This design comes from an exercise in tuning for small area, a short achievable clock period and few clock cycles per item on the open sky130 flow, not from production work.
The RTL was checked by simulation tests, not by an equivalence proof against the original design.
Power and IR drop assume default switching activity.

// dmem_responder
module dmem_responder #(
  parameter int DEPTH = 64
) (
  input  logic                clk,
  input  logic                reset,
  input  logic                memread,
  input  logic                memwrite,
  input  logic [31:0]         dataadr,
  input  logic [31:0]         writedata,
  output logic [31:0]         readdata,
  output logic                ready,
  output logic                err,
  output logic [dmem_pkg::WCOUNT_W-1:0] wr_count,
  output logic [31:0]         last_wr_adr,
  output logic [31:0]         last_wr_data
);
For scale: about 3400 cells after synthesis, ~2100 flip-flops, about 74000 sq um of cells after synthesis.
export LEC_CHECK = 0
export CAP_MARGIN = 20
export CORE_MARGIN = 2
export CORE_UTILIZATION = 55
export SETUP_SLACK_MARGIN = 1.2
export SLEW_MARGIN = 20
export SYNTH_HIERARCHICAL = 1
create_clock -name core_clock -period 5.0 [get_ports {clk}]
standard.sh (not shown) runs the stock make flow with config.mk's settings and CLKGATE_MAP_FILE= SYNTH_SCRIPT=/design/flow/synth_recipe.tcl, a recipe that flattens the netlist after the stock synthesis.
==> flow/flow/run.sh <==
#!/bin/bash
# The standard synthesis unchanged, then the standard ORFS layout with:
# - the 64 flip-flops of each data bit pre-placed in one block of a 16 x 2 grid
#   before global placement (flow/preplace.tcl), so that each bit's read tree
#   stays compact; detailed placement then legalizes them (flow/unfix.tcl),
# - port buffers of buf_2 rather than the library's pick (a delay cell),
# - no timing repair before placement (only the buffers ABC inserted are removed),
# - a clock tree of clkbuf_4/clkbuf_8 in clusters of at most 16 sinks, without dummy loads.
# Each tool's output goes to a log here; ORFS's own logs are under orfs/logs.
set -euo pipefail
cd "$(dirname "$0")/.."
F=$(pwd)/flow
bash standard.sh synth > synth.log 2>&1
bash standard.sh \
  REMOVE_ABC_BUFFERS=1 \
  "BUFFER_PORTS_ARGS=-buffer_cell sky130_fd_sc_hd__buf_2" \
  "CTS_ARGS=-sink_clustering_enable -repair_clock_nets -buf_list {sky130_fd_sc_hd__clkbuf_4 sky130_fd_sc_hd__clkbuf_8} -sink_clustering_size 16 -sink_clustering_max_diameter 60 -dont_use_dummy_load" \
  PRE_GLOBAL_PLACE_SKIP_IO_TCL=$F/preplace.tcl \
  PRE_DETAIL_PLACE_TCL=$F/unfix.tcl \
  finish > layout.log 2>&1
==> flow/flow/preplace.tcl <==
# Pre-place the word array: the 64 flip-flops of each data bit go in one block, blocks on an NX x NY grid
# (two rows of blocks, so that every block touches the top or bottom edge).
set blk [ord::get_db_block]
set core [$blk getCoreArea]
set cx0 [$core xMin]; set cy0 [$core yMin]; set cx1 [$core xMax]; set cy1 [$core yMax]
set NX 16; set NY 2; set FC 2
set site 460; set rowh 2720
set bw [expr {($cx1 - $cx0) / $NX}]
set bh [expr {($cy1 - $cy0) / $NY}]
# row orientation by row index
set rows [$blk getRows]
set rowori [dict create]
foreach r $rows { dict set rowori [lindex [$r getOrigin] 1] [$r getOrient] }
set n 0
foreach inst [$blk getInsts] {
  if {![regexp {mem\\?\[(\d+)\\?\]\\?\[(\d+)\\?\]} [$inst getName] -> w b]} continue
  set fw [[$inst getMaster] getWidth]
  set bx [expr {$b % $NX}]; set by [expr {$b / $NX}]
  set c [expr {$w % $FC}]; set r [expr {$w / $FC}]
  set x [expr {$cx0 + $bx * $bw + 2*$site + $c * ($fw + 2*$site)}]
  set x [expr {$cx0 + (($x - $cx0) / $site) * $site}]
  set ry [expr {(($by * $bh) / $rowh) + 1 + 2 * $r}]
  set y [expr {$cy0 + $ry * $rowh}]
  $inst setOrient [dict get $rowori $y]
  $inst setLocation $x $y
  $inst setPlacementStatus FIRM
  incr n
}
puts "preplaced $n flops, block $bw x $bh"
==> flow/flow/unfix.tcl <==
# Let detailed placement legalize the pre-placed flip-flops.
set n 0
foreach inst [[ord::get_db_block] getInsts] {
  if {[$inst getPlacementStatus] == "FIRM"} { $inst setPlacementStatus PLACED; incr n }
}
puts "unfixed $n instances"
The starting point went through all stages and came out clean.
Testbench counts at the start, summed over its fixed seeds: cycles 16,000, accesses 16,000.
Next try:
==> flow/flow/run.sh (replaced) <==
#!/bin/bash
# The standard synthesis unchanged, then the standard ORFS layout with:
# - port buffers of buf_2 rather than the library's pick (a delay cell),
# - no timing repair before placement (only the buffers ABC inserted are removed),
# - a clock tree of clkbuf_4/clkbuf_8 in clusters of at most 16 sinks, without dummy loads.
# Each tool's output goes to a log here; ORFS's own logs are under orfs/logs.
set -euo pipefail
cd "$(dirname "$0")/.."
bash standard.sh synth > synth.log 2>&1
bash standard.sh \
  REMOVE_ABC_BUFFERS=1 \
  "BUFFER_PORTS_ARGS=-buffer_cell sky130_fd_sc_hd__buf_2" \
  "CTS_ARGS=-sink_clustering_enable -repair_clock_nets -buf_list {sky130_fd_sc_hd__clkbuf_4 sky130_fd_sc_hd__clkbuf_8} -sink_clustering_size 16 -sink_clustering_max_diameter 60 -dont_use_dummy_load" \
  finish > layout.log 2>&1
- CORE_UTILIZATION: 55 -> 50
- SETUP_SLACK_MARGIN: 1.2 -> 0.5
removed: flow/flow/preplace.tcl
removed: flow/flow/unfix.tcl
What happened: The new run passed the timing, DRC and antenna checks. Worst setup slack got worse by 0.57 ns. Via count rises by about 2%. Power is higher by 0.96%. Synthesized area stays the same. Die area goes up by 9.9%. Maximum frequency shrinks by about 12%. Combinational power goes up by 40%. Register-to-register slack gains 0.09 ns. Routed wire length rises by 6.4%. Utilization drops by 4.3 points.

==> afterwards: timing with drivers on the ports <==
No port has a modelled driver above. Below, the same layouts with a new extraction and two added sets of constraints.
Step 1 (the two cells are an assumption about what drives the block):
set clk [get_ports {clk}]
set_driving_cell -lib_cell sky130_fd_sc_hd__clkbuf_16 $clk
set_driving_cell -lib_cell sky130_fd_sc_hd__buf_2 [delete_from_list [all_inputs] $clk]
Step 2 times the ports against the registers' clock, not the clock port: input delays grow and output delays shrink by t, the midpoint of the rising clock arrivals with the driver on.
Slacks: no drivers / after step 1 / after step 2; pairs: no drivers / after step 1.
| run | t, ns | slack for setup (ns) | cell pins on the clock port's net |
|---|---|---|---|
| the first run | 0.985 | 0.945 / 0.879 / 0.824 | 1 |
| the second run | 0.988 | 0.373 / 0.312 / 0.312 | 1 |
After both steps setup and hold are still met in every run listed. The setup slack of the first run, which loses most, moves by -0.066 ns with the drivers and by -0.121 ns with both steps.
